From an optimization exercise on the open Yosys and OpenROAD flow, aimed at small area, a short achievable clock period and few clock cycles per item; shortcuts taken in it are not production practice.
Only simulation tests tie the RTL to the original design; equivalence was not proved.

==> flow/design.v, too long to show whole: its modules and the start of the top module <==
// module swms_ram: 25 lines
// module sliding_window_mean_stddev: 352 lines
// module swms_csa_m: 387 lines
// module swms_csa_p: 714 lines
// module swms_csa_v: 230 lines
module sliding_window_mean_stddev (
    input  wire logic                               clk,
    input  wire logic                               rst_n,
    input  wire logic                               sample_valid,
    output logic                                    sample_stall,
    input  wire logic signed [swms_pkg::SAMPLE_W-1:0] sample,
    output logic                                    result_valid,
    input  wire logic                               result_stall,
    output logic signed [swms_pkg::SAMPLE_W-1:0]    mean,
    output logic        [swms_pkg::SAMPLE_W-1:0]    deviation,
    output logic                                    valid_res,
    input  wire logic                               cfg_valid,
    output logic                                    cfg_ready,
    input  wire logic   [swms_pkg::LEN_W-1:0]       window_length
);
  // ...
==> flow/run.sh <==
#!/bin/bash
# synth_recipe.tcl (not shown) runs the flow's synth.tcl, then flattens the netlist and writes it again
# the make line also repeats each setting of config.mk as NAME=value (left out here)
make -C /OpenROAD-flow-scripts/flow DESIGN_CONFIG=/design/flow/config.mk WORK_HOME=/design/flow/orfs CLKGATE_MAP_FILE= SYNTH_SCRIPT=/design/flow/synth_recipe.tcl finish
==> flow/config.mk <==
export PLATFORM = sky130hd
export DESIGN_NAME = sliding_window_mean_stddev
export DESIGN_NICKNAME = sliding_window_mean_stddev
export VERILOG_FILES = /design/flow/design.v
export SDC_FILE = /design/flow/constraint.sdc
export NUM_CORES = 4
export LEC_CHECK = 0
export ABC_CLOCK_PERIOD_IN_PS = 5000
export CAP_MARGIN = 20
export CORE_MARGIN = 2
export CORE_UTILIZATION = 55
export CTS_CLUSTER_DIAMETER = 60
export CTS_CLUSTER_SIZE = 30
export SETUP_SLACK_MARGIN = 5
export SLEW_MARGIN = 20
==> flow/constraint.sdc <==
create_clock -name core_clock -period 11.0 [get_ports {clk}]
set_input_delay 2.2000 -clock core_clock [delete_from_list [all_inputs] [get_ports {clk}]]
set_output_delay 2.2000 -clock core_clock [all_outputs]
set_load 0.01 [all_outputs]
==> run summary, run 1 <==
* Count leader, synth: dfxtp_1
* FF-to-FF setup slack at between 4 and 5 ns
* Post-Synthesis Cells at roughly 11000
* Register Area at between 70000 and 80000 um2
* Total core area at between 200000 and 250000 um2
* Largest net degree at the start of global routing at 87
* Net Count, Synth at 11600
* Slew headroom at 25.6%
* Commonest non-fill, non-tap cells in the layout: 2055 x dfxtp_1, 1004 x edfxtp_1, 849 x inv_1, 799 x a21oi_1, 668 x ha_1
* Critical Path End: mB[24]
* Synth Area in Adders at around an eighth
* Hold Crit Start: s64[95]
* Drt initial violations at 5426
* Worst path slowest cell: dfstp_2
* RD Place Congestion at just over 0.9
* Final Hold Fails at 0
* Final HPWL DP at ~190000 um
* Met2 usage at around 39%
* Starting Density at roughly 55%
* Worst path top cell family by delay: adder cells
* Final Core Density at between 60% and 70%
* Status: finished clean
* Total Routing Usage GR at 23.3%
* Placed standard-cell area at 128000 um2
* Die Y at around 480 um
* Final setup viols at 0
* Pre-Repair DR Iteration Count at 6
* Fmax at 0.166 GHz
Testbench counts, summed over its fixed seeds: cycles 2,512, items 2,400.
==> run 2, diff against run 1 <==
--- a/flow/config.mk
+++ b/flow/config.mk
@@ -11,4 +11,4 @@
 export CORE_UTILIZATION = 55
-export CTS_CLUSTER_DIAMETER = 60
-export CTS_CLUSTER_SIZE = 30
+export CTS_CLUSTER_DIAMETER = 80
+export CTS_CLUSTER_SIZE = 24
 export SETUP_SLACK_MARGIN = 5
==> run 2 against run 1 <==
  * Via count is 0.12% higher
  * Worst setup slack better by 0.0076 ns
  * Highest routed layer is now met5
  * Still clean
  * Critical path depth is 1 higher
  * Die area stayed put
  * Synthesized area stayed put
  * Sequential share of layout area is 0.18 points higher
  * Fmax is 0.13% higher
  * Count of clock-buffer cells in the layout stayed put
  * Utilization is 0.21 points lower
==> run summary, run 2 <==
* Clock Path Buffers at 3
* Clock Skew at approximately 0.073 ns
* Max Fanout on Critical Path at 6
* Final HPWL DP at 189000 um (unchanged)
* Most common cell after layout, fill and taps aside: dfxtp_1
* Rows at 174
* Total Routing Usage GR at 23.3% (about the same)
* Synth-to-layout area growth at 8.98%
* Reg clk slew, reported paths at 0.09 ns
* Largest register FFs at just over 1000
* Routed Wire Length at 268000 um
* Slew headroom at 26.2% (+0.65 points)
* Period utilization at 54.6%
* Max_cap viols at 0
* Post-Syn Area per Cell at between 10 and 15 um2
* Largest net degree at the start of global routing at 87 (unchanged)
* Mux cell area share after synthesis at roughly 2.7%
* Drt initial violations at 5451 (+0.46%)
* Count leader, synth: dfxtp_1
* Ys async rst share at less than 1%
* Top cells by count, synth: 2055 x dfxtp_1, 1004 x edfxtp_1, 869 x inv_1
* Die Y at 479 um (unchanged)
* Total CTS buffers at about 170
* Worst setup margin at approximately 5 ns
* Vias in the first global route at around 74000
* EDFF count, synth at approximately 1000
* Area contributors post-synth: dfxtp_1 33%, edfxtp_1 24%, ha_1 6.9%, fa_1 5.3%, a21oi_1 3.3%
* Clk sinks at 3088
* Commonest non-fill, non-tap cells in the layout: 2055 x dfxtp_1, 1004 x edfxtp_1, 848 x inv_1, 799 x a21oi_1, 665 x ha_1
* DR vias/cell at 5.46
* Starting Density at 55.3% (unchanged)
* Synth Area in Adders at 12.6% (unchanged)
* Worst Reg-to-Reg Cells at 24
* Post-Synthesis Cells at 10500 (unchanged)
* Pre-Repair DR Iteration Count at 6 (unchanged)
* FF-to-FF setup slack at 4.99 ns (about the same)
* Hold path depth at 0
* Design Area, Final at between 100000 and 150000 um2
* Placed standard-cell area at 128000 um2 (unchanged)
* Fmax at 0.166 GHz (+0.13%)
* Arr. time, crit path at around 6.6 ns
* Top reg by flops: s64
* Yosys warnings at 1
* #FFs+latches synth at around 3100
* Slew @ Worst Pin at ~1.1 ns
* Register area share after synthesis at roughly three fifths
* Largest registers: s64 (1024), s32 (512), s16 (256)
* Final setup viols at 0 (unchanged)
* Initial antenna violation count at 5
* GRT overflow at 0
* Final Core Density at 60.2% (-0.21 points)
* Final Hold Fails at 0 (unchanged)
* Status: finished clean
* Die ar. at between 200000 and 250000 um2
* Total core area at 224000 um2 (unchanged)
* DRC errors left at 0
* Total negative slack at 0 ns
* HP Class: reg -> reg
* Tmin final at around 6 ns
* Endpoint type of the worst setup path: register
* RD Place Congestion at 0.909 (unchanged)
* IO Count at 65
* H-tree lvl count at 4
* Post-DRT Antenna Nets at 0
* Place WS at between 3 and 4 ns
* Largest family of logic cells by synthesized area: adder cells
* Layout cells sized above 1 at approximately 8.5%
* Nets@finish at approximately 12000
* Worst EP required at roughly 12 ns
* WL/cell at 19.7 um
* Die W at 479 um
* Hold slack at around 0.28 ns
* Top cell type by total area after synthesis: dfxtp_1
* First-pass GRT wire length at 421000 um
* Pins Over Slew Limit at 0
* Total vias in the final route at about 74000
* Critical path type: reg -> reg
* Post-synth top area share at about 33%
* Non-filler instance count after layout at ~14000
* Compound-Gate Fraction of Synth Area at between 10% and 20%
* Placed cell count at 13300
* Synthesized cell area at approximately 120000 um2
* Net Count, Synth at 11600 (unchanged)
* TritonCTS clock tree: built
* Clock Latency Late Sink at approximately 0.89 ns
* IO Port Bufs at 63
* CTS Root Cell: clkbuf_16
* RSZ-0062 raised after global routing: true
* Post-Synth XOR/XNOR Area at under 10%
* CP Launch Type: register
* Top_reg_cell synth: dfxtp_1
* Count of cell types in the netlist at 93
* Simple-Gate Fraction of Synth Area at under 10%
[run 2: layout make-up]
cell class | count | area, um2
fill | 18100 | 89200
sequential | 3088 | 72000
multi-input combinational | 6107 | 47900
clock buffer | 183 | 4300
tap | 2992 | 3740
inverter | 883 | 3400
timing repair buffer | 292 | 2650
clock inverter | 66 | 1120
timing repair inverter | 3 | 37.5
antenna | 6 | 15.0
[run 2: cells by family (layout without fill, tap and decap cells)]
kind of cell / Yosys count / after routing
DFF: 3088 / 3088
AOI/OAI and AO/OA: 2337 / 2337
and+or+nand+nor: 1820 / 1822
buffers and inverters: 1334 / 1427
adders and majority gates: 1069 / 1069
xor gates and xnor gates: 598 / 598
muxes: 280 / 280
other: 1 / 7
[run 2: repair_timing]
item / in CTS / in global routing
gates cloned: 6 / 3
hold buffers: 0 / 0
pin swaps: 16 / 66
setup endpoints to repair: 155 / 139
gates resized for setup: 69 / 126
setup buffers: 42 / 61
[run 2: path summary, 6_finish.rpt]
check | from | endpoint
worst max-delay path | n_reg[2] | mB[24]
worst min-delay path | s64[765] | s64[781]
worst max register to register | n_reg[2] | mB[24]
worst min register to register | s64[765] | s64[781]
max in group asynchronous | rst_n | n_reg[2]
min in group asynchronous | rst_n | g_step[20].g_reg.rv
[run 2: layer usage]
layer	GRT usage, %	vias up	wire length, um
li1	-	36200	-
met2	39.4	1650	129000
met1	31.4	36100	120000
met3	3.01	407	11400
met5	0	-	13
met4	6.91	2	7860
[run 2: worst max-delay path: stages, from the launching register on]
cell        delay, ns
dfstp_2          0.58
clkinvlp_4       0.14
buf_12           0.16
ha_4             0.27
buf_4            0.15
a22oi_2          0.19
xnor2_2          0.10
fa_1             0.52
inv_1            0.05
fa_1             0.48
inv_1            0.05
fa_1             0.51
inv_2            0.05
fa_1             0.58
ha_4             0.21
a21o_1           0.17
a21o_1           0.15
a21oi_2          0.17
nor2b_1          0.07
a2111o_1         0.31
a221o_1          0.35
nand4_1          0.10
nand4b_1         0.13
a21oi_2          0.16
xnor2_1          0.08
==> run 3, diff against run 2 <==
--- a/flow/config.mk
+++ b/flow/config.mk
@@ -7,2 +7,3 @@
 export LEC_CHECK = 0
+export ABC_AREA = 1
 export ABC_CLOCK_PERIOD_IN_PS = 5000
==> run 3 against run 2 <==
  * Still clean on timing, DRC and antenna
  * Synthesized area fell by 2.8%
  * Global-route usage up 0.22 points
  * Fmax is 4.6% higher
  * Count of clock-buffer cells in the layout is 6 higher
  * Final cell count up 0.70%
  * Largest cell class unchanged
==> run summary, run 3 <==
* Most common cell after layout, fill and taps aside: dfxtp_1
* DR vias/cell at 5.27 (-3.6%)
* Worst path slowest cell: clkdlybuf4s50_1
* Final Hold Fails at 0 (unchanged)
* Commonest non-fill, non-tap cells in the layout: 2055 x dfxtp_1, 1450 x nand2_1, 1236 x inv_1, 1004 x edfxtp_1, 689 x ha_1
* Synth-to-layout area growth at 8.07%
* Grt met3 use at 3.07% (+0.063 points)
* CP Launch Type: primary input
* Net Count, Synth at 11700 (+1.2%)
* Pre-Repair DR Iteration Count at 6 (unchanged)
* GRT overflow at 0 (unchanged)
* WL/cell at 19.2 um (-2.8%)
* Starting Density at 55.4% (+0.15 points)
* Max Fanout on Critical Path at 10 (+4)
* Hold path depth at 0 (unchanged)
* Final setup viols at 0 (unchanged)
* Clock Skew at 0.0668 ns (-0.00646 ns)
* Met1 Use GR at 31.6% (+0.13 points)
* Vias in the first global route at 72300 (-2.4%)
* Pins Over Slew Limit at 0 (unchanged)
* Top cells by count, synth: 2055 x dfxtp_1, 1458 x nand2_1, 1244 x inv_1
* Placed cell count at 13400 (+1.4%)
* Layout cells sized above 1 at 6.30% (-2.2 points)
* Total Routing Usage GR at 23.5% (+0.22 points)
* Total core area at 218000 um2 (-3.1%)
* Place WS at 4.06 ns (+0.442 ns)
* IO Port Bufs at 63 (unchanged)
* Top_reg_cell synth: dfxtp_1
* Non-filler instance count after layout at 13700 (+0.70%)
* Fillcell total at 17700 (-1.9%)
* Total vias in the final route at 72200 (-3.0%)
* Clk sinks at 3088 (unchanged)
* EDFF count, synth at 1004 (unchanged)
* Critical Path End: sample_stall
* RD Place Congestion at 0.906 (-0.34%)
* HP Class: reg -> reg
* Met2 usage at 39.8% (+0.45 points)
* Final HPWL DP at 189000 um (+0.29%)
* Worst Reg-to-Reg Cells at 22 (-8.3%)
* Most Crowded Layer GR: met2
* Post-Syn Area per Cell at 11.3 um2 (-4.1%)
* Worst setup margin at 5.25 ns (+0.261 ns)
* Largest net degree at the start of global routing at 195 (+120%)
* Initial antenna violation count at 5 (unchanged)
* Clock Path Buffers at 3 (unchanged)
* Routed Wire Length at 263000 um (-2.1%)
* Fmax at 0.174 GHz (+4.6%)
* First-pass GRT wire length at 411000 um (-2.5%)
* Largest register FFs at 1024 (unchanged)
* TritonCTS clock tree: built
* CTS Root Cell: clkbuf_16
* Largest registers: s64 (1024), s32 (512), s16 (256)
* Area contributors post-synth: dfxtp_1 34%, edfxtp_1 25%, ha_1 7.1%, fa_1 5.4%, nand2_1 4.5%
* Die Y at 472 um (-1.4%)
* Crit path cell chain: clkdlybuf4s15_2 -> nand2_8 -> clkinvlp_4 -> nor2_1 -> nand2_1 -> clkdlybuf4s50_1
* Top reg by flops: s64
* RSZ-0062 raised after global routing: false
* Max_cap viols at 0 (unchanged)
* Synthesized cell area at 121000 um2 (-2.8%)
* Post-synth top area share at 34.1% (+0.95 points)
* Slew headroom at 27.0% (+0.78 points)
* Endpoint type of the worst setup path: primary output
* Rows at 171 (-1.7%)
* Yosys warnings at 1 (unchanged)
* Total CTS buffers at 169 (+0.60%)
* Critical path type: in -> out
* Nets@finish at 11800 (+2.0%)
* DRC errors left at 0 (unchanged)
* FF-to-FF setup slack at 5.26 ns (+0.27 ns)
* Clock Latency Late Sink at 0.88 ns (about the same)
* Top cell type by total area after synthesis: dfxtp_1
* Drt initial violations at 4928 (-9.6%)
* Crit. Startpoint: result_stall
* Register area share after synthesis at 59.7% (+1.7 points)
* Die W at 472 um (-1.4%)
* Arr. time, crit path at 3.55 ns (-3.03 ns)
* Count leader, synth: dfxtp_1
* Reg clk slew, reported paths at 0.09 ns (about the same)
* Total negative slack at 0 ns (unchanged)
* Post-Synthesis Cells at 10700 (+1.4%)
* Worst EP required at 8.80 ns (-2.78 ns)
* IO Count at 65 (unchanged)
* Slew @ Worst Pin at 1.10 ns (-0.0105 ns)
* R2R Path End: mB[18]
* Status: finished clean
* Die ar. at 223000 um2 (-2.8%)
* #FFs+latches synth at 3088 (unchanged)
* H-tree lvl count at 4 (unchanged)
* Max stage delay on crit path at 0.48 ns (-0.10 ns)
* Tmin final at 5.75 ns (-0.261 ns)
* RR Startpoint: n_reg[0]
* Period utilization at 52.2% (-2.4 points)
* Count of cell types in the netlist at 79 (-15%)
* Ys async rst share at 0.939% (unchanged)
* Post-DRT Antenna Nets at 0 (unchanged)
-- run 3: cell count changes in the layout (fill, tap and decap cells not counted), sizes merged, moves of 146 or more --
| cell | change |
|---|---|
| o22ai | +146 |
| a21o | -146 |
| inv | +424 |
| mux2 | -197 |
| a21oi | -189 |
| nand2 | +976 |
| xnor2 | -304 |
| nand2b | -153 |
| nand3 | +209 |
| xor2 | +450 |
-- run 3: worst max-delay path: cells and delay by family --
kind	cells	cell delay, ns
buf+inv	3	0.93
simple gates	3	0.42
-- run 3: layout make-up --
cell class	count	area [um2]	share of cell area [%]
Clock buffer	189	4370	3.35
Clock inverter	61	1070	0.820
Sequential cell	3088	72000	55.3
Inverter	1304	4940	3.79
Tap cell	2854	3570	2.74
Timing Repair Buffer	154	1430	1.09
Antenna cell	5	12.5	0.00960
Multi-Input combinational cell	6060	42900	32.9
Timing Repair inverter	1	7.51	0.00576
-- run 3: metal layers --
metal,up-vias,wire [um]
li1,35500,-
met1,34700,118000
met2,1627,126000
met3,438,10600
met4,2,8070
met5,-,10
-- run 3: logic make-up (layout without fill, tap and decap cells) --
group	after synthesis	after routing	synth area share, %
xor+xnor	743	743	5.43
compound gates	1712	1712	8.12
fa+ha+maj	1015	1015	12.6
flops	3088	3088	59.7
simple gates	2568	2570	9.14
mux	19	19	0.176
buf+inv	1524	1709	4.87
other cells	1	6	0.00311
-- run 3: worst min-delay path by stage --
stage / end / from
after floorplan: s16[100] / s16[84]
after global placement: s16[80] / s16[64]
after detailed placement: s16[71] / s16[55]
after CTS: s8[102] / s8[86]
after global routing: s64[795] / s64[779]
final: s64[859] / s64[843]
-- run 3: timing repair --
item                                    4_1_cts  5_1_grt
hold buffers                                  0        0
endpoints found under the setup margin      132      170
setup buffers                                 5       13
gates resized for setup                      26       60
gates cloned                                  2        1
pin swaps                                     2        3
-- run 3: through the flow --
stage	cell area (um2)	hold WS [ns]	utilization [%]
2_1_floorplan	121000	0.310	-
3_3_place_gp	124000	0.310	57.2
3_5_place_dp	124000	0.312	57.2
4_1_cts	130000	0.291	59.8
5_1_grt	130000	0.291	59.9
6_report	130000	0.291	59.9
==> run 4, diff against run 3 <==
--- a/flow/config.mk
+++ b/flow/config.mk
@@ -7,3 +7,2 @@
 export LEC_CHECK = 0
-export ABC_AREA = 1
 export ABC_CLOCK_PERIOD_IN_PS = 5000
@@ -11,3 +10,3 @@
 export CORE_MARGIN = 2
-export CORE_UTILIZATION = 55
+export CORE_UTILIZATION = 68
 export CTS_CLUSTER_DIAMETER = 80
==> run 4 against run 3 <==
  * Fmax down 6.1%
  * Worst setup slack worse by 0.37 ns
  * Register-to-register slack lost 0.38 ns
  * Sequential cell count stayed put
  * Hold slack improved by 0.013 ns
  * Utilization up 14 points
  * Routed wire length rose by 13%
  * Highest routed layer unchanged
==> run summary, run 4 <==
* Status: finished clean
* Max stage delay on crit path at 0.52 ns (+0.04 ns)
* Routed Wire Length at 297000 um (+13%)
* Clk sinks at 3088 (unchanged)
* Worst EP required at 11.63 ns (+2.83 ns)
* Area of the multi-input gates at 48100 um2 (+12%)
* Worst path bufs/invs at 6 (+3)
* Grt met3 use at 5.27% (+2.2 points)
* Hold Crit Start: s2[5]
* WL/cell at 22.9 um (+19%)
* Count leader, synth: dfxtp_1
* Pre-Repair DR Iteration Count at 6 (unchanged)
* Total negative slack at 0 ns (unchanged)
* Post-DRT Antenna Nets at 0 (unchanged)
* Vias in the first global route at 76600 (+5.9%)
* Die Y at 431 um (-8.7%)
* Critical path type: reg -> reg
* Post-synth top area share at 33.2% (-0.95 points)
* RD Place Congestion at 0.995 (+9.9%)
* DR vias/cell at 5.97 (+13%)
* Layout cells sized above 1 at 8.36% (+2.1 points)
* Synth-to-layout area growth at 8.23%
* IO Port Bufs at 63 (unchanged)
* Top reg by flops: s64
* Register area share after synthesis at 58.0% (-1.7 points)
* Rows at 156 (-8.8%)
* Tmin final at 6.12 ns (+0.372 ns)
* Area contributors post-synth: dfxtp_1 33%, edfxtp_1 24%, ha_1 6.9%, fa_1 5.3%, a21oi_1 3.3%
* Final setup viols at 0 (unchanged)
* H-tree lvl count at 4 (unchanged)
* Largest register FFs at 1024 (unchanged)
* Hold endpoint: s2[21]
* Reg clk slew, reported paths at 0.10 ns (about the same)
* Hold slack at 0.305 ns (+0.0133 ns)
* CP Launch Type: register
* Fmax at 0.163 GHz (-6.1%)
* Fillcell total at 11300 (-36%)
* Met1 Use GR at 41.5% (+10 points)
* Post-Synthesis Cells at 10500 (-1.3%)
* Total vias in the final route at 77600 (+7.5%)
* Hold path depth at 0 (unchanged)
* Max Fanout on Critical Path at 6 (-4)
* Placed standard-cell area at 127000 um2 (+2.2%)
* DRC errors left at 0 (unchanged)
* Most used cell, CP: mux2_4
* Die ar. at 186000 um2 (-17%)
* Max_cap viols at 0 (unchanged)
* Most Crowded Layer GR: met2
* Count of cell types in the netlist at 93 (+18%)
* Register Area at 72000 um2 (unchanged)
* Total CTS buffers at 161 (-4.7%)
* Initial antenna violation count at 28 (+23)
* Most common cell after layout, fill and taps aside: dfxtp_1
* GRT overflow at 0 (unchanged)
* Top cells by count, synth: 2055 x dfxtp_1, 1004 x edfxtp_1, 869 x inv_1
* Total Routing Usage GR at 31.7% (+8.2 points)
* RSZ-0062 raised after global routing: true
* R2R Path End: pA[14]
* Met2 usage at 52.5% (+13 points)
* Endpoint type of the worst setup path: register
* Synthesized cell area at 124000 um2 (+2.9%)
* Arr. time, crit path at 6.75 ns (+3.20 ns)
* TritonCTS clock tree: built
* IO Count at 65 (unchanged)
* Yosys warnings at 1 (unchanged)
* Total core area at 181000 um2 (-17%)
* Largest registers: s64 (1024), s32 (512), s16 (256)
* RR Startpoint: n_reg[0]
* Top_reg_cell synth: dfxtp_1
* Worst Reg-to-Reg Cells at 29 (+32%)
* Ys async rst share at 0.939% (unchanged)
* Clock Path Buffers at 3 (unchanged)
* FF-to-FF setup slack at 4.88 ns (-0.38 ns)
* Net Count, Synth at 11600 (-1.2%)
* Clock Skew at 0.0748 ns (+0.00803 ns)
* Clock Latency Late Sink at 0.87 ns (about the same)
* CTS Root Cell: clkbuf_16
* Pins Over Slew Limit at 0 (unchanged)
* Period utilization at 55.6% (+3.4 points)
* Post-Syn Area per Cell at 11.8 um2 (+4.3%)
* Slew @ Worst Pin at 1.15 ns (+0.0546 ns)
* Commonest non-fill, non-tap cells in the layout: 2055 x dfxtp_1, 1004 x edfxtp_1, 854 x inv_1, 795 x a21oi_1, 659 x ha_1
* Starting Density at 68.6% (+13 points)
* Largest net degree at the start of global routing at 197 (+1.0%)
* Drt initial violations at 7824 (+59%)
* Design Area, Final at 134000 um2 (+3.0%)
* HP Class: reg -> reg
* Top cell type by total area after synthesis: dfxtp_1
* Worst path slowest cell: dfrtp_4
* Die W at 431 um (-8.7%)
* First-pass GRT wire length at 452000 um (+10%)
* Slew headroom at 23.3% (-3.6 points)
* #FFs+latches synth at 3088 (unchanged)
* Final Hold Fails at 0 (unchanged)
* EDFF count, synth at 1004 (unchanged)
* Final HPWL DP at 196000 um (+3.7%)
* Nets@finish at 11600 (-2.0%)
* Worst path top cell family by delay: multiplexers
* Final Core Density at 74.2% (+14 points)
-- run 4: per-layer routing --
metal / share of wire, % / wire length (um) / vias up
met5: 0.024 / 72 / -
li1: - / - / 36200
met3: 7.0 / 20700 / 731
met1: 40 / 120000 / 37600
met2: 48 / 142000 / 3047
met4: 4.8 / 14200 / 12
-- run 4: final cells by class --
class,count,share of cell area [%]
Multi-Input combinational cell,6109,35.8
Sequential cell,3088,53.6
Timing Repair Buffer,291,2.04
Clock buffer,189,3.10
Clock inverter,46,0.602
Inverter,883,2.52
Antenna cell,15,0.0280
Tap cell,2370,2.21
Timing Repair inverter,3,0.0298
-- run 4: repair_timing --
item | in CTS | in global routing
pin swaps | 14 | 70
endpoints found under the setup margin | 172 | 158
setup buffers | 43 | 68
hold buffers | 0 | 0
cloned | 9 | 3
gates resized for setup | 60 | 156
-- run 4: worst max path at each step --
stage                             start                       to  cells after the start
2_1_floorplan  g_step[5].g_reg.rroot[0]  g_step[8].g_reg.rrem[7]                     25
3_3_place_gp                   n_reg[1]                   pA[15]                     25
3_5_place_dp                   n_reg[1]                   pA[15]                     25
4_1_cts                        n_reg[1]                   dA[15]                     27
5_1_grt                        n_reg[0]                   pA[14]                     29
6_report                       n_reg[0]                   pA[14]                     29
-- run 4: cells by family after synthesis --
| kind of cell | share of synthesized area (%) |
|---|---|
| flops | 58.0 |
| compound gates | 11.5 |
| simple gates | 6.82 |
| buf+inv | 4.06 |
| fa+ha+maj | 12.6 |
| xor+xnor | 4.24 |
| mux | 2.66 |
| other cells | 0.00302 |
-- run 4: per-stage QoR --
step	worst slack, ns	instances
finish	4.88	13000
floorplan	4.77	10500
global route	4.74	13000
CTS	4.93	12900
detailed placement	3.67	12600
global placement	3.77	12600
==> run 5, diff against run 4 <==
--- a/flow/config.mk
+++ b/flow/config.mk
@@ -7,6 +7,7 @@
 export LEC_CHECK = 0
+export ABC_AREA = 1
 export ABC_CLOCK_PERIOD_IN_PS = 5000
-export CAP_MARGIN = 20
+export CAP_MARGIN = 10
 export CORE_MARGIN = 2
-export CORE_UTILIZATION = 68
+export CORE_UTILIZATION = 55
 export CTS_CLUSTER_DIAMETER = 80
@@ -14,2 +15,2 @@
 export SETUP_SLACK_MARGIN = 5
-export SLEW_MARGIN = 20
+export SLEW_MARGIN = 10
==> run 5 against run 4 <==
  * Sequential share of layout area grew 1.7 points
  * Register-to-register slack gained 0.38 ns
  * Die area grew 20%
  * Utilization shrank 14 points
  * Non-clock buffer count shrank 133
  * Synthesized area shrank 2.8%
  * Final cell count grew 5.5%
  * Global-route usage shrank 8.2 points
==> run summary, run 5 <==
* WL/cell at 19.1 um (-16%)
* Worst path bufs/invs at 3 (-3)
* Placed cell count at 13400 (+6.5%)
* Final setup viols at 0 (unchanged)
* Clock Skew at 0.0748 ns (+0.00000640 ns)
* Post-Synth XOR/XNOR Area at 5.43% (+1.2 points)
* TritonCTS clock tree: built
* FF-to-FF setup slack at 5.26 ns (+0.38 ns)
* Non-filler instance count after layout at 13700 (+5.5%)
* Top reg by flops: s64
* Endpoint type of the worst setup path: primary output
* Worst EP required at 8.80 ns (-2.83 ns)
* Commonest non-fill, non-tap cells in the layout: 2055 x dfxtp_1, 1452 x nand2_1, 1236 x inv_1, 1004 x edfxtp_1, 689 x ha_1
* Total negative slack at 0 ns (unchanged)
* Total vias in the final route at 72200 (-7.0%)
* Clock Latency Late Sink at 0.87 ns (about the same)
* Top cell type by total area after synthesis: dfxtp_1
* Worst path top cell family by delay: buffers and inverters
* Hold endpoint: s8[112]
* EDFF count, synth at 1004 (unchanged)
* Vias in the first global route at 72800 (-5.0%)
* Hold path depth at 0 (unchanged)
* Count of cell types in the netlist at 79 (-15%)
* Layout cells sized above 1 at 6.30% (-2.1 points)
* Final Hold Fails at 0 (unchanged)
* DRC errors left at 0 (unchanged)
* Max Fanout on Critical Path at 10 (+4)
* First-pass GRT wire length at 410000 um (-9.1%)
* Arr. time, crit path at 3.58 ns (-3.17 ns)
* HP Class: reg -> reg
* # hold bufs at CTS at 0 (unchanged)
* Synth-to-layout area growth at 8.00%
* RD Place Congestion at 0.906 (-9.0%)
* Die Y at 472 um (+9.5%)
* Yosys warnings at 1 (unchanged)
* GRT overflow at 0 (unchanged)
* Drt initial violations at 4903 (-37%)
* Tmin final at 5.78 ns (-0.341 ns)
* Max_cap viols at 0 (unchanged)
* Register area share after synthesis at 59.7% (+1.7 points)
* Hold Crit Start: s8[96]
* Top cells by count, synth: 2055 x dfxtp_1, 1458 x nand2_1, 1244 x inv_1
* CTS Root Cell: clkbuf_16
* Fmax at 0.173 GHz (+5.9%)
* Die ar. at 223000 um2 (+20%)
* Worst path slowest cell: clkdlybuf4s50_1
* Total CTS buffers at 167 (+3.7%)
* Most common cell after layout, fill and taps aside: dfxtp_1
* Max stage delay on crit path at 0.48 ns (-0.04 ns)
* Register Area at 72000 um2 (unchanged)
* Ys async rst share at 0.939% (unchanged)
* Compound-Gate Fraction of Synth Area at 8.12% (-3.4 points)
* DR vias/cell at 5.26 (-12%)
* Period utilization at 52.5% (-3.1 points)
* Largest family of logic cells by synthesized area: adder cells
* Largest register FFs at 1024 (unchanged)
* Simple-Gate Fraction of Synth Area at 9.14% (+2.3 points)
* Net Count, Synth at 11700 (+1.2%)
* IO Port Bufs at 63 (unchanged)
* Slew headroom at 13.0% (-10 points)
* Post-Syn Area per Cell at 11.3 um2 (-4.1%)
* Total core area at 218000 um2 (+20%)
* Post-DRT Antenna Nets at 0 (unchanged)
* Crit path cell chain: clkdlybuf4s15_2 -> nand2_8 -> clkinvlp_4 -> nor2_1 -> nand2_1 -> clkdlybuf4s50_1
* Top_reg_cell synth: dfxtp_1
* Fillcell total at 17600 (+55%)
* Critical path type: in -> out
* Routed Wire Length at 262000 um (-12%)
* Mux cell area share after synthesis at 0.176% (-2.5 points)
* Final HPWL DP at 189000 um (-3.7%)
* Initial antenna violation count at 5 (-82%)
* Pins Over Slew Limit at 0 (unchanged)
* CP Launch Type: primary input
* #FFs+latches synth at 3088 (unchanged)
* H-tree lvl count at 4 (unchanged)
* Die W at 472 um (+9.5%)
* Starting Density at 55.4% (-13 points)
* Synth Area in Adders at 12.6% (-0.086 points)
* Post-Synthesis Cells at 10700 (+1.4%)
* Clock Path Buffers at 3 (unchanged)
* Area contributors post-synth: dfxtp_1 34%, edfxtp_1 25%, ha_1 7.1%, fa_1 5.4%, nand2_1 4.5%
* Largest registers: s64 (1024), s32 (512), s16 (256)
* RR Startpoint: firstC
* Total Routing Usage GR at 23.5% (-8.2 points)
* RSZ-0062 raised after global routing: false
* Largest net degree at the start of global routing at 195 (-1.0%)
* Reg clk slew, reported paths at 0.09 ns (about the same)
* Status: finished clean
* Clk sinks at 3088 (unchanged)
* R2R Path End: g_step[2].g_reg.rrem[0]
* Count leader, synth: dfxtp_1
* Pre-Repair DR Iteration Count at 8 (+2)
* IO Count at 65 (unchanged)
* Synthesized cell area at 121000 um2 (-2.8%)
* Area of the multi-input gates at 42900 um2 (-11%)
* Post-synth top area share at 34.1% (+0.95 points)
* Nets@finish at 11800 (+2.1%)
* Worst Reg-to-Reg Cells at 23 (-21%)
* Slew @ Worst Pin at 1.30 ns (+0.152 ns)
* Rows at 171 (+9.6%)
==> run 5: changes by cell type after synthesis, moves of 131 or more <==
| cell | before | now |
|---|---|---|
| nand2b_1 | 152 | 0 |
| inv_1 | 869 | 1244 |
| nand3_1 | 97 | 287 |
| a21oi_1 | 827 | 635 |
| xnor2_1 | 452 | 148 |
| clkbuf_1 | 351 | 149 |
| o22ai_1 | 118 | 264 |
| nor2_1 | 574 | 443 |
| a21o_1 | 183 | 37 |
| mux2_2 | 180 | 14 |
| nand2_1 | 558 | 1458 |
| xor2_1 | 144 | 590 |
==> run 5: cell type report <==
class                      count  share of cell area [%]
sequential                  3088                    55.3
multi-input combinational   6060                    32.9
inverter                    1304                    3.79
clock buffer                 185                    3.32
tap                         2854                    2.74
timing repair buffer         158                    1.11
clock inverter                58                   0.788
antenna                        5                 0.00961
timing repair inverter         1                 0.00576
==> run 5: cells by family after synthesis <==
kind of cell             Yosys count
other                              1
XOR/XNOR                         743
AO/OA/AOI/OAI                   1712
AND/OR/NAND/NOR                 2568
buffers and inverters           1524
multiplexers                      19
flip-flops                      3088
adder cells (fa/ha/maj)         1015
==> run 5: how the worst max path moves through the flow <==
stage | endpoint | startpoint | cells past startpoint
finish | sample_stall | result_stall | 6
global route | mB[18] | n_reg[0] | 22
CTS | mB[23] | n_reg[5] | 21
detailed placement | mB[23] | n_reg[1] | 22
global placement | mB[23] | n_reg[1] | 22
floorplan | mB[23] | n_reg[4] | 21
==> run 5: timing repair <==
item,CTS,global route
buffers inserted,5,17
cloned,2,1
pin swaps,2,3
resized for setup,22,59
setup endpoints to repair,127,195
==> run 5: per-layer routing <==
metal  wire, um  global-route usage [%]
met2     125000                    39.6
met1     118000                    31.4
met3      10800                    3.18
met4       8650                    7.52
met5         13                       0
==> run 5: metrics by stage <==
stage          setup slack, ns  instance area, um2  util, %  hold slack [ns]
6_report                  5.22              130000     59.9            0.301
5_1_grt                   5.00              130000     59.9            0.306
4_1_cts                   4.88              130000     59.7            0.297
3_5_place_dp              4.04              124000     57.2            0.312
3_3_place_gp              4.05              124000     57.2            0.310
2_1_floorplan             5.02              121000        -            0.310
==> run 6, diff against run 5 <==
--- a/flow/config.mk
+++ b/flow/config.mk
@@ -11,3 +11,3 @@
 export CORE_MARGIN = 2
-export CORE_UTILIZATION = 55
+export CORE_UTILIZATION = 50
 export CTS_CLUSTER_DIAMETER = 80
==> run 6 against run 5 <==
  * Final cell count rose by 2.5%
  * Count of clock-buffer cells in the layout rose by 3
  * Sequential share of layout area fell by 0.24 points
  * Synthesized area did not move
  * Global-route usage fell by 2.0 points
  * Non-clock buffer count rose by 1
  * First-iteration DRC count fell by 13%
  * Still clean
  * Routed wire length rose by 0.69%
  * Die area rose by 9.9%
  * Register-to-register slack got worse by 0.03 ns
  * Worst setup slack improved by 0.013 ns
==> run summary, run 6 <==
* Count of cell types in the netlist at 79 (unchanged)
* Synth Area in Adders at 12.6% (unchanged)
* Routed Wire Length at 264000 um (+0.69%)
* Clock Path Buffers at 3 (unchanged)
* Layout cells sized above 1 at 6.41% (+0.10 points)
* Worst EP required at 11.60 ns (+2.80 ns)
* Initial antenna violation count at 8 (+3)
* Yosys warnings at 1 (unchanged)
* Met1 Use GR at 28.3% (-3.1 points)
* Crit path cell chain: inv_1 -> ha_1 -> clkinvlp_4 -> buf_4 -> o22ai_1 -> xor2_1 -> ha_1 -> fa_1 -> inv_1 -> fa_1 -> inv_1 -> fa_1 -> ha_1 -> a21oi_1 -> inv_1 -> a31oi_1 -> o221ai_1 -> a21oi_2 -> o21bai_1 -> nand3_1 -> nand2_1 -> xor2_1
* Placed cell count at 13800 (+2.4%)
* Synth-to-layout area growth at 8.47%
* Register area share after synthesis at 59.7% (unchanged)
* Most used cell, CP: inv_1
* Ys async rst share at 0.939% (unchanged)
* Final HPWL DP at 191000 um (+0.97%)
* Slew headroom at 13.2% (+0.14 points)
* Most Crowded Layer GR: met2
* Die W at 495 um (+4.8%)
* Compound-Gate Fraction of Synth Area at 8.12% (unchanged)
* Area contributors post-synth: dfxtp_1 34%, edfxtp_1 25%, ha_1 7.1%, fa_1 5.4%, nand2_1 4.5%
* WL/cell at 18.8 um (-1.8%)
* H-tree lvl count at 4 (unchanged)
* Starting Density at 50.2% (-5.2 points)
* Total Routing Usage GR at 21.5% (-2.0 points)
* R2R Path End: mB[18]
* Met2 usage at 36.7% (-2.9 points)
* Mux cell area share after synthesis at 0.176% (unchanged)
* Top reg by flops: s64
* Pre-Repair DR Iteration Count at 6 (-2)
* Area of the multi-input gates at 42900 um2 (about the same)
* Worst Reg-to-Reg Cells at 22 (-4.3%)
* Largest net degree at the start of global routing at 208 (+6.7%)
* Final Hold Fails at 0 (unchanged)
* Crit. Startpoint: n_reg[0]
* DRC errors left at 0 (unchanged)
* Total negative slack at 0 ns (unchanged)
* GRT overflow at 0 (unchanged)
* Worst path top cell family by delay: adder cells
* Top cells by count, synth: 2055 x dfxtp_1, 1458 x nand2_1, 1244 x inv_1
* EDFF count, synth at 1004 (unchanged)
* Hold slack at 0.301 ns (+0.000420 ns)
* IO Count at 65 (unchanged)
* Max Fanout on Critical Path at 20 (+10)
* Nets@finish at 11800 (+0.034%)
* Tmin final at 5.77 ns (-0.0128 ns)
* # hold bufs at CTS at 0 (unchanged)
* Top_reg_cell synth: dfxtp_1
* Non-filler instance count after layout at 14100 (+2.5%)
* Critical path type: reg -> reg
* Status: finished clean
* First-pass GRT wire length at 412000 um (+0.29%)
* Clock Skew at 0.0598 ns (-0.0150 ns)
* Reg clk slew, reported paths at 0.09 ns (about the same)
* Largest registers: s64 (1024), s32 (512), s16 (256)
* Post-Synth XOR/XNOR Area at 5.43% (unchanged)
* Fillcell total at 20500 (+16%)
* Clock Latency Late Sink at 0.87 ns (about the same)
* Total vias in the final route at 72000 (-0.25%)
* CP Launch Type: register
* HP Class: reg -> reg
* Critical Path End: mB[18]
* Worst path depth at 22 (+16)
* #FFs+latches synth at 3088 (unchanged)
* Pins Over Slew Limit at 0 (unchanged)
* Synthesized cell area at 121000 um2 (unchanged)
* Rows at 180 (+5.3%)
* Largest family of logic cells by synthesized area: adder cells
* Slew @ Worst Pin at 1.30 ns (-0.00215 ns)
* Count leader, synth: dfxtp_1
* Max_cap viols at 0 (unchanged)
* Vias in the first global route at 72500 (-0.32%)
* RSZ-0062 raised after global routing: true
* Largest register FFs at 1024 (unchanged)
* Post-Synthesis Cells at 10700 (unchanged)
* Clk sinks at 3088 (unchanged)
* CTS Root Cell: clkbuf_16
* Final Core Density at 54.4% (-5.4 points)
* Total core area at 240000 um2 (+10%)
* TritonCTS clock tree: built
* Most common cell after layout, fill and taps aside: dfxtp_1
* Fmax at 0.173 GHz (+0.22%)
* Register Area at 72000 um2 (unchanged)
* Die ar. at 245000 um2 (+9.9%)
* Post-synth top area share at 34.1% (unchanged)
* RD Place Congestion at 0.910 (+0.42%)
* Max stage delay on crit path at 0.63 ns (+0.15 ns)
* Period utilization at 52.4% (-0.12 points)
* Arr. time, crit path at 6.36 ns (+2.78 ns)
* Post-DRT Antenna Nets at 0 (unchanged)
* Commonest non-fill, non-tap cells in the layout: 2055 x dfxtp_1, 1454 x nand2_1, 1236 x inv_1, 1004 x edfxtp_1, 688 x ha_1
* RR Startpoint: n_reg[0]
* Drt initial violations at 4280 (-13%)
* Die Y at 495 um (+4.8%)
* Post-Syn Area per Cell at 11.3 um2 (unchanged)
* Total CTS buffers at 170 (+1.8%)
* Worst path slowest cell: dfrtp_4
* Top cell type by total area after synthesis: dfxtp_1
* Simple-Gate Fraction of Synth Area at 9.14% (unchanged)
* Endpoint type of the worst setup path: register
* Final setup viols at 0 (unchanged)
* Net Count, Synth at 11700 (unchanged)
* Grt met3 use at 2.78% (-0.40 points)
* DR vias/cell at 5.12 (-2.7%)
* IO Port Bufs at 63 (unchanged)
* Worst path bufs/invs at 6 (+3)
* FF-to-FF setup slack at 5.23 ns (-0.03 ns)
[run 6: cells by family after synthesis]
group,after synthesis
other cells,1
fa+ha+maj,1015
mux,19
simple gates,2568
xor+xnor,743
compound gates,1712
buf+inv,1524
flops,3088
[run 6: cell type report]
cell class | count | area share [%]
Clock buffer | 188 | 3.34
Sequential cell | 3088 | 55.1
Multi-Input combinational cell | 6060 | 32.8
Timing Repair inverter | 1 | 0.00574
Inverter | 1304 | 3.77
Timing Repair Buffer | 159 | 1.12
Antenna cell | 10 | 0.0191
Clock inverter | 65 | 0.818
Tap cell | 3185 | 3.05
[run 6: worst min path at each step]
| stage | from | endpoint | slack, ns | cells after the start |
|---|---|---|---|---|
| finish | s32[332] | s32[348] | 0.30 | 0 |
| global route | s64[506] | s64[522] | 0.30 | 0 |
| CTS | s8[85] | s8[101] | 0.30 | 0 |
| detailed placement | s32[130] | s32[146] | 0.31 | 0 |
| global placement | s64[510] | s64[526] | 0.31 | 0 |
| floorplan | s16[84] | s16[100] | 0.31 | 0 |
[run 6: worst reg2reg max path, delay by kind of cell, from the launching register on]
kind | cells | cell delay [ns]
AOI/OAI and AO/OA | 6 | 1.17
xor gates and xnor gates | 2 | 0.35
adders and majority gates | 6 | 2.39
buffers and inverters | 6 | 0.80
DFF | 1 | 0.63
and+or+nand+nor | 2 | 0.15
[run 6: repair_timing]
| action | in CTS | in global routing |
|---|---|---|
| pin swaps | 2 | 4 |
| cloned | 2 | 1 |
| setup buffers | 6 | 23 |
| setup endpoints to repair | 159 | 195 |
| gates resized for setup | 23 | 61 |
[run 6: metrics by stage]
step | instance area (um2) | setup slack [ns]
after floorplan | 121000 | 5.02
after global placement | 125000 | 4.02
after detailed placement | 125000 | 4.09
after CTS | 130000 | 4.85
after global routing | 131000 | 4.96
final | 131000 | 5.23
[run 6: routing by layer]
layer / vias to the layer above / routed length [um]
li1: 35500 / -
met1: 34600 / 118000
met2: 1467 / 127000
met3: 473 / 9960
met4: 2 / 9030
met5: - / 13
==> run 7, diff against run 6 <==
--- a/flow/config.mk
+++ b/flow/config.mk
@@ -9,5 +9,5 @@
 export ABC_CLOCK_PERIOD_IN_PS = 5000
-export CAP_MARGIN = 10
+export CAP_MARGIN = 0
 export CORE_MARGIN = 2
-export CORE_UTILIZATION = 50
+export CORE_UTILIZATION = 55
 export CTS_CLUSTER_DIAMETER = 80
@@ -15,2 +15,2 @@
 export SETUP_SLACK_MARGIN = 5
-export SLEW_MARGIN = 10
+export SLEW_MARGIN = 0
==> run 7 against run 6 <==
  * Via count is 0.25% higher
  * Register-to-register slack better by 0.03 ns
  * Highest routed layer unchanged
==> run summary, run 7 <==
* RR Startpoint: firstC
* Placed cell count at 13400 (-2.4%)
* WL/cell at 19.1 um (+1.8%)
* Starting Density at 55.4% (+5.2 points)
* Rows at 171 (-5.0%)
* TritonCTS clock tree: built
* RSZ-0062 raised after global routing: false
* Hold path depth at 0 (unchanged)
* Worst Reg-to-Reg Cells at 23 (+4.5%)
* Final setup viols at 0 (unchanged)
* DRC errors left at 0 (unchanged)
* Clock Skew at 0.0748 ns (+0.0150 ns)
* Synthesized cell area at 121000 um2 (unchanged)
* Net Count, Synth at 11700 (unchanged)
* First-pass GRT wire length at 410000 um (-0.28%)
* Post-DRT Antenna Nets at 0 (unchanged)
* Top_reg_cell synth: dfxtp_1
* Most common cell after layout, fill and taps aside: dfxtp_1
* GRT overflow at 0 (unchanged)
* Reg clk slew, reported paths at 0.09 ns (about the same)
* Nets@finish at 11800 (-0.034%)
* Pins Over Slew Limit at 0 (unchanged)
* Hold endpoint: s8[112]
* Slew @ Worst Pin at 1.30 ns (+0.00215 ns)
* Largest registers: s64 (1024), s32 (512), s16 (256)
* Synth-to-layout area growth at 8.00%
* CP Launch Type: primary input
* Commonest non-fill, non-tap cells in the layout: 2055 x dfxtp_1, 1452 x nand2_1, 1236 x inv_1, 1004 x edfxtp_1, 689 x ha_1
* M1 wire length at 118000 um (-0.19%)
* Yosys warnings at 1 (unchanged)
* Fillcell total at 17600 (-14%)
* Top layer in use: met5
* Clk sinks at 3088 (unchanged)
* Arr. time, crit path at 3.58 ns (-2.78 ns)
* Post-Syn Area per Cell at 11.3 um2 (unchanged)
* Count leader, synth: dfxtp_1
* Drt initial violations at 4903 (+15%)
* Top reg by flops: s64
* Total CTS buffers at 167 (-1.8%)
* Metal2 WL at 125000 um (-1.6%)
* Top cells by count, synth: 2055 x dfxtp_1, 1458 x nand2_1, 1244 x inv_1
* Total vias in the final route at 72200 (+0.25%)
* CTS Root Cell: clkbuf_16
* IO Port Bufs at 63 (unchanged)
* Tmin final at 5.78 ns (+0.0128 ns)
* Ys async rst share at 0.939% (unchanged)
* Hold Crit Start: s8[96]
* Area contributors post-synth: dfxtp_1 34%, edfxtp_1 25%, ha_1 7.1%, fa_1 5.4%, nand2_1 4.5%
* FF-to-FF setup slack at 5.26 ns (+0.03 ns)
* R2R Path End: g_step[2].g_reg.rrem[0]
* Total core area at 218000 um2 (-9.5%)
* EDFF count, synth at 1004 (unchanged)
* Period utilization at 52.5% (+0.12 points)
* Post-synth top area share at 34.1% (unchanged)
* Area of the multi-input gates at 42900 um2 (about the same)
* Register Area at 72000 um2 (unchanged)
* Final Hold Fails at 0 (unchanged)
* Clock Latency Late Sink at 0.87 ns (about the same)
* Layout cells sized above 1 at 6.30% (-0.10 points)
* Largest register FFs at 1024 (unchanged)
* Register area share after synthesis at 59.7% (unchanged)
* Fmax at 0.173 GHz (-0.22%)
* Total negative slack at 0 ns (unchanged)
* Slew headroom at 13.0% (-0.14 points)
* Initial antenna violation count at 5 (-3)
* Routed Wire Length at 262000 um (-0.68%)
* Endpoint type of the worst setup path: primary output
* Critical path type: in -> out
* DR vias/cell at 5.26 (+2.8%)
* Die ar. at 223000 um2 (-9.0%)
* Die W at 472 um (-4.6%)
* Met3 wire length at 10800 um (+8.2%)
* Count of cell types in the netlist at 79 (unchanged)
* Vias in the first global route at 72800 (+0.33%)
* Die Y at 472 um (-4.6%)
* #FFs+latches synth at 3088 (unchanged)
* Pre-Repair DR Iteration Count at 8 (+2)
* Non-filler instance count after layout at 13700 (-2.5%)
* RD Place Congestion at 0.906 (-0.42%)
* Clock Path Buffers at 3 (unchanged)
* HP Class: reg -> reg
* Top cell type by total area after synthesis: dfxtp_1
* Status: finished clean
* Max_cap viols at 0 (unchanged)
* Post-Synthesis Cells at 10700 (unchanged)
* Total Routing Usage GR at 23.5% (+2.0 points)
* Worst EP required at 8.80 ns (-2.80 ns)
* Final HPWL DP at 189000 um (-0.96%)
* Largest net degree at the start of global routing at 195 (-6.3%)
* H-tree lvl count at 4 (unchanged)
* Max Fanout on Critical Path at 10 (-50%)
* IO Count at 65 (unchanged)
[run 7: layer usage]
layer  up-vias  track usage (%)
met5         -                0
met4         2             7.52
met3       466             3.18
met2      1605             39.6
met1     34600             31.4
li1      35500                -
[run 7: cell families (layout without fill, tap and decap cells)]
kind of cell | count (synthesis) | count (layout) | synth area share, %
DFF | 3088 | 3088 | 59.7
xor gates and xnor gates | 743 | 743 | 5.43
and+or+nand+nor | 2568 | 2570 | 9.14
other | 1 | 6 | 0.00311
buffers and inverters | 1524 | 1706 | 4.87
adders and majority gates | 1015 | 1015 | 12.6
AOI/OAI and AO/OA | 1712 | 1712 | 8.12
muxes | 19 | 19 | 0.176
[run 7: how the worst max path moves through the flow]
stage            startpoint           end  slack (ns)  cells past startpoint
3_3_place_gp       n_reg[1]        mB[23]        4.05                     22
6_report       result_stall  sample_stall        5.22                      6
4_1_cts            n_reg[5]        mB[23]        4.88                     21
5_1_grt            n_reg[0]        mB[18]        5.00                     22
3_5_place_dp       n_reg[1]        mB[23]        4.04                     22
2_1_floorplan      n_reg[4]        mB[23]        5.02                     21
[run 7: cell type report]
cell class                 instances  area share, %
sequential                      3088           55.3
inverter                        1304           3.79
clock inverter                    58          0.788
antenna                            5        0.00961
timing repair buffer             158           1.11
clock buffer                     185           3.32
timing repair inverter             1        0.00576
tap                             2854           2.74
multi-input combinational       6060           32.9
[run 7: worst max-delay path: stages]
cell and delay [ns]:
clkdlybuf4s15_2 0.35, nand2_8 0.24, clkinvlp_4 0.11, nor2_1 0.13
nand2_1 0.07, clkdlybuf4s50_1 0.48
[run 7: stage by stage]
stage                     instance area (um2)  setup WS, ns  hold slack, ns  util [%]
after floorplan                        121000          5.02           0.310         -
after global placement                 124000          4.05           0.310      57.2
after detailed placement               124000          4.04           0.312      57.2
after CTS                              130000          4.88           0.297      59.7
after global routing                   130000          5.00           0.306      59.9
final                                  130000          5.22           0.301      59.9
[run 7: repair_timing]
action                                  4_1_cts  5_1_grt
setup buffers                                 5       17
endpoints found under the hold margin         0        0
endpoints found under the setup margin      127      195
gates resized for setup                      22       59
hold buffers                                  0        0
gates cloned                                  2        1
pin swaps                                     2        3
==> run 8, diff against run 7 <==
--- a/flow/config.mk
+++ b/flow/config.mk
@@ -9,8 +9,8 @@
 export ABC_CLOCK_PERIOD_IN_PS = 5000
-export CAP_MARGIN = 0
+export CAP_MARGIN = 20
 export CORE_MARGIN = 2
 export CORE_UTILIZATION = 55
-export CTS_CLUSTER_DIAMETER = 80
-export CTS_CLUSTER_SIZE = 24
+export CTS_CLUSTER_DIAMETER = 70
+export CTS_CLUSTER_SIZE = 28
 export SETUP_SLACK_MARGIN = 5
-export SLEW_MARGIN = 0
+export SLEW_MARGIN = 20
==> run 8 against run 7 <==
  * Still clean
  * Via count rose by 0.14%
  * Sequential cell count did not move
  * Clock skew barely moved
  * Register-to-register slack improved by 0.03 ns
  * Routed wire length barely moved
  * Count of clock-buffer cells in the layout fell by 4
  * First-iteration DRC count rose by 2.4%
  * Critical endpoint is now mB[22]
  * Largest cell class unchanged
==> run summary, run 8 <==
* Die Y at 472 um (unchanged)
* Largest net degree at the start of global routing at 195 (unchanged)
* Final Hold Fails at 0 (unchanged)
* Placed standard-cell area at 124000 um2 (about the same)
* H-tree lvl count at 4 (unchanged)
* CP Launch Type: register
* Post-Synthesis Cells at 10700 (unchanged)
* Max_cap viols at 0 (unchanged)
* Die W at 472 um (unchanged)
* Total Routing Usage GR at 23.5% (about the same)
* Fmax at 0.175 GHz (+1.2%)
* Starting Density at 55.4% (unchanged)
* Period utilization at 51.9% (-0.61 points)
* RD Place Congestion at 0.906 (unchanged)
* Worst path top cell family by delay: adder cells
* # hold bufs at CTS at 0 (unchanged)
* Yosys warnings at 1 (unchanged)
* Worst EP required at 11.58 ns (+2.78 ns)
* First-pass GRT wire length at 410000 um (-0.18%)
* Hold path depth at 0 (unchanged)
* Critical path type: reg -> reg
* Net Count, Synth at 11700 (unchanged)
* EDFF count, synth at 1004 (unchanged)
* Drt initial violations at 5023 (+2.4%)
* Routed Wire Length at 262000 um (about the same)
* Clk sinks at 3088 (unchanged)
* Final setup viols at 0 (unchanged)
* Top_reg_cell synth: dfxtp_1
* Die ar. at 223000 um2 (unchanged)
* Pins Over Slew Limit at 0 (unchanged)
* Placed cell count at 13400 (unchanged)
* Clock Skew at 0.0752 ns (+0.000372 ns)
* Largest register FFs at 1024 (unchanged)
* Area contributors post-synth: dfxtp_1 34%, edfxtp_1 25%, ha_1 7.1%, fa_1 5.4%, nand2_1 4.5%
* Worst Reg-to-Reg Cells at 18 (-22%)
* Reg clk slew, reported paths at 0.10 ns (about the same)
* IO Port Bufs at 63 (unchanged)
* Layout cells sized above 1 at 6.48% (+0.17 points)
* RSZ-0062 raised after global routing: false
* CTS Root Cell: clkbuf_16
* Ys async rst share at 0.939% (unchanged)
* Top cell type by total area after synthesis: dfxtp_1
* Arr. time, crit path at 6.29 ns (+2.71 ns)
* GRT overflow at 0 (unchanged)
* DR vias/cell at 5.27 (about the same)
* Post-Syn Area per Cell at 11.3 um2 (unchanged)
* Most common cell after layout, fill and taps aside: dfxtp_1
* Vias in the first global route at 72300 (-0.59%)
* Max Fanout on Critical Path at 17 (+7)
* WL/cell at 19.1 um (about the same)
* Post-synth top area share at 34.1% (unchanged)
* Initial antenna violation count at 6 (+1)
* Synthesized cell area at 121000 um2 (unchanged)
* Top reg by flops: s64
* Total vias in the final route at 72300 (+0.14%)
* Slew @ Worst Pin at 1.09 ns (-0.209 ns)
* Top cells by count, synth: 2055 x dfxtp_1, 1458 x nand2_1, 1244 x inv_1
* Rows at 171 (unchanged)
* Max stage delay on crit path at 0.70 ns (+0.22 ns)
* Non-filler instance count after layout at 13700 (+0.095%)
* #FFs+latches synth at 3088 (unchanged)
* Clock Path Buffers at 3 (unchanged)
* DRC errors left at 0 (unchanged)
* Total CTS buffers at 169 (+1.2%)
* Status: finished clean
* Design Area, Final at 131000 um2 (+0.37%)
* IO Count at 65 (unchanged)
* Count of cell types in the netlist at 79 (unchanged)
* Worst path depth at 18 (+12)
* Pre-Repair DR Iteration Count at 5 (-3)
* Worst path bufs/invs at 3 (unchanged)
* Endpoint type of the worst setup path: register
* Crit path cell chain: nor2_1 -> inv_1 -> nand2_1 -> o22ai_1 -> xor2_1 -> fa_1 -> inv_1 -> fa_1 -> fa_1 -> inv_1 -> fa_1 -> ha_1 -> nand2_1 -> nor3_1 -> nand3_1 -> nand3_1 -> a21oi_1 -> xor2_1
* Total core area at 218000 um2 (unchanged)
* Count leader, synth: dfxtp_1
* Clock Latency Late Sink at 0.90 ns (+0.03 ns)
* Total negative slack at 0 ns (unchanged)
* Commonest non-fill, non-tap cells in the layout: 2055 x dfxtp_1, 1450 x nand2_1, 1236 x inv_1, 1004 x edfxtp_1, 689 x ha_1
* Post-DRT Antenna Nets at 0 (unchanged)
* Register area share after synthesis at 59.7% (unchanged)
* Nets@finish at 11800 (-0.025%)
* Most used cell, CP: fa_1
* Final HPWL DP at 189000 um (+0.15%)
* Tmin final at 5.71 ns (-0.0670 ns)
* Largest registers: s64 (1024), s32 (512), s16 (256)
* TritonCTS clock tree: built
* Synth-to-layout area growth at 8.40%
* Slew headroom at 27.2% (+14 points)
* HP Class: reg -> reg
* Worst path slowest cell: dfstp_4
-- run 8: cell counts after synthesis --
Identical to the previous run, type by type.
-- run 8: area by class of cell --
| class | count | area (um2) |
|---|---|---|
| Clock buffer | 181 | 4320 |
| Sequential cell | 3088 | 72000 |
| Timing Repair inverter | 1 | 7.51 |
| Fill cell | 17700 | 86800 |
| Timing Repair Buffer | 153 | 1410 |
| Multi-Input combinational cell | 6060 | 42900 |
| Inverter | 1304 | 4930 |
| Tap cell | 2854 | 3570 |
| Clock inverter | 83 | 1550 |
| Antenna cell | 2 | 5.00 |
-- run 8: per-stage QoR --
stage	hold WS (ns)	utilization [%]	setup slack [ns]
finish	0.306	60.1	5.29
global placement	0.310	57.2	4.05
global route	0.301	60.1	5.00
detailed placement	0.312	57.2	4.06
CTS	0.296	60.0	4.89
floorplan	0.310	-	5.02
-- run 8: final timing paths --
| kind | startpoint | end | slack [ns] |
|---|---|---|---|
| setup / recovery | n_reg[5] | mB[22] | 5.29 |
| hold / removal | s32[465] | s32[481] | 0.31 |
| setup reg to reg | n_reg[5] | mB[22] | 5.29 |
| hold reg to reg | s32[465] | s32[481] | 0.31 |
| max in group asynchronous | rst_n | n_reg[2] | 8.94 |
| min in group asynchronous | rst_n | n_reg[0] | 1.72 |
-- run 8: cells by family (layout without fill, tap and decap cells) --
family                     after synthesis  in the layout  share of synthesized area [%]
muxes                                   19             19                          0.176
adders and majority gates             1015           1015                           12.6
AOI/OAI and AO/OA                     1712           1712                           8.12
xor gates and xnor gates               743            743                           5.43
other                                    1              3                        0.00311
buffers and inverters                 1524           1722                           4.87
DFF                                   3088           3088                           59.7
and+or+nand+nor                       2568           2570                           9.14
-- run 8: what timing repair did --
action                     in CTS  in global routing
buffers inserted                5                 12
gates resized for setup        23                 57
setup endpoints to repair     127                156
pin swaps                       2                  3
gates cloned                    2                  1
-- run 8: worst reg2reg max path, delay by kind of cell (launching register included) --
| kind | cells | cell delay, ns |
|---|---|---|
| DFF | 1 | 0.70 |
| AOI/OAI and AO/OA | 2 | 0.50 |
| buffers and inverters | 3 | 0.21 |
| and+or+nand+nor | 6 | 1.32 |
| adders and majority gates | 5 | 2.37 |
| xor gates and xnor gates | 2 | 0.36 |
-- run 8: layer usage --
metal	wire length [um]	track usage, %
met5	10	0
met1	118000	31.4
met3	10300	2.88
met4	8280	7.43
met2	126000	39.8

-- afterwards: timing with drivers on the ports --
The flow's constraints put no driver on any port. The routed layouts listed below were extracted and timed again, unchanged, in two steps.
Step 1 (the two cells are an assumption about what drives the block):
set clk [get_ports {clk}]
set_driving_cell -lib_cell sky130_fd_sc_hd__clkbuf_16 $clk
set_driving_cell -lib_cell sky130_fd_sc_hd__buf_2 [delete_from_list [all_inputs] $clk]
Step 2 also shifts input and output timing later by t, the mid clock arrival at the registers, as if the neighbouring blocks saw the same clock.
Slacks: ideal / step 1 / step 2; pairs: ideal / step 1.
run	shift t [ns]	setup slack, ns	clock arrival spread, ns	slew at the worst register clock pin (ns)
run 1	0.938	4.984 / 4.984 / 4.984	0.093 / 0.093	0.11 / 0.11
run 2	0.939	4.992 / 4.992 / 4.992	0.084 / 0.083	0.09 / 0.09
run 3	0.941	5.253 / 5.233 / 4.809	0.075 / 0.075	0.10 / 0.10
run 4	0.943	4.881 / 4.881 / 4.881	0.097 / 0.097	0.11 / 0.11
run 5	0.939	5.222 / 5.201 / 4.785	0.102 / 0.101	0.10 / 0.10
run 6	0.941	5.234 / 5.234 / 5.015	0.071 / 0.071	0.10 / 0.10
run 7	0.939	5.222 / 5.201 / 4.785	0.102 / 0.101	0.10 / 0.10
run 8	0.936	5.289 / 5.289 / 4.933	0.077 / 0.077	0.10 / 0.10
After both steps setup and hold are still met in every run listed. The setup slack of run 3, which loses most, moves by -0.020 ns with the drivers and by -0.444 ns with both steps.
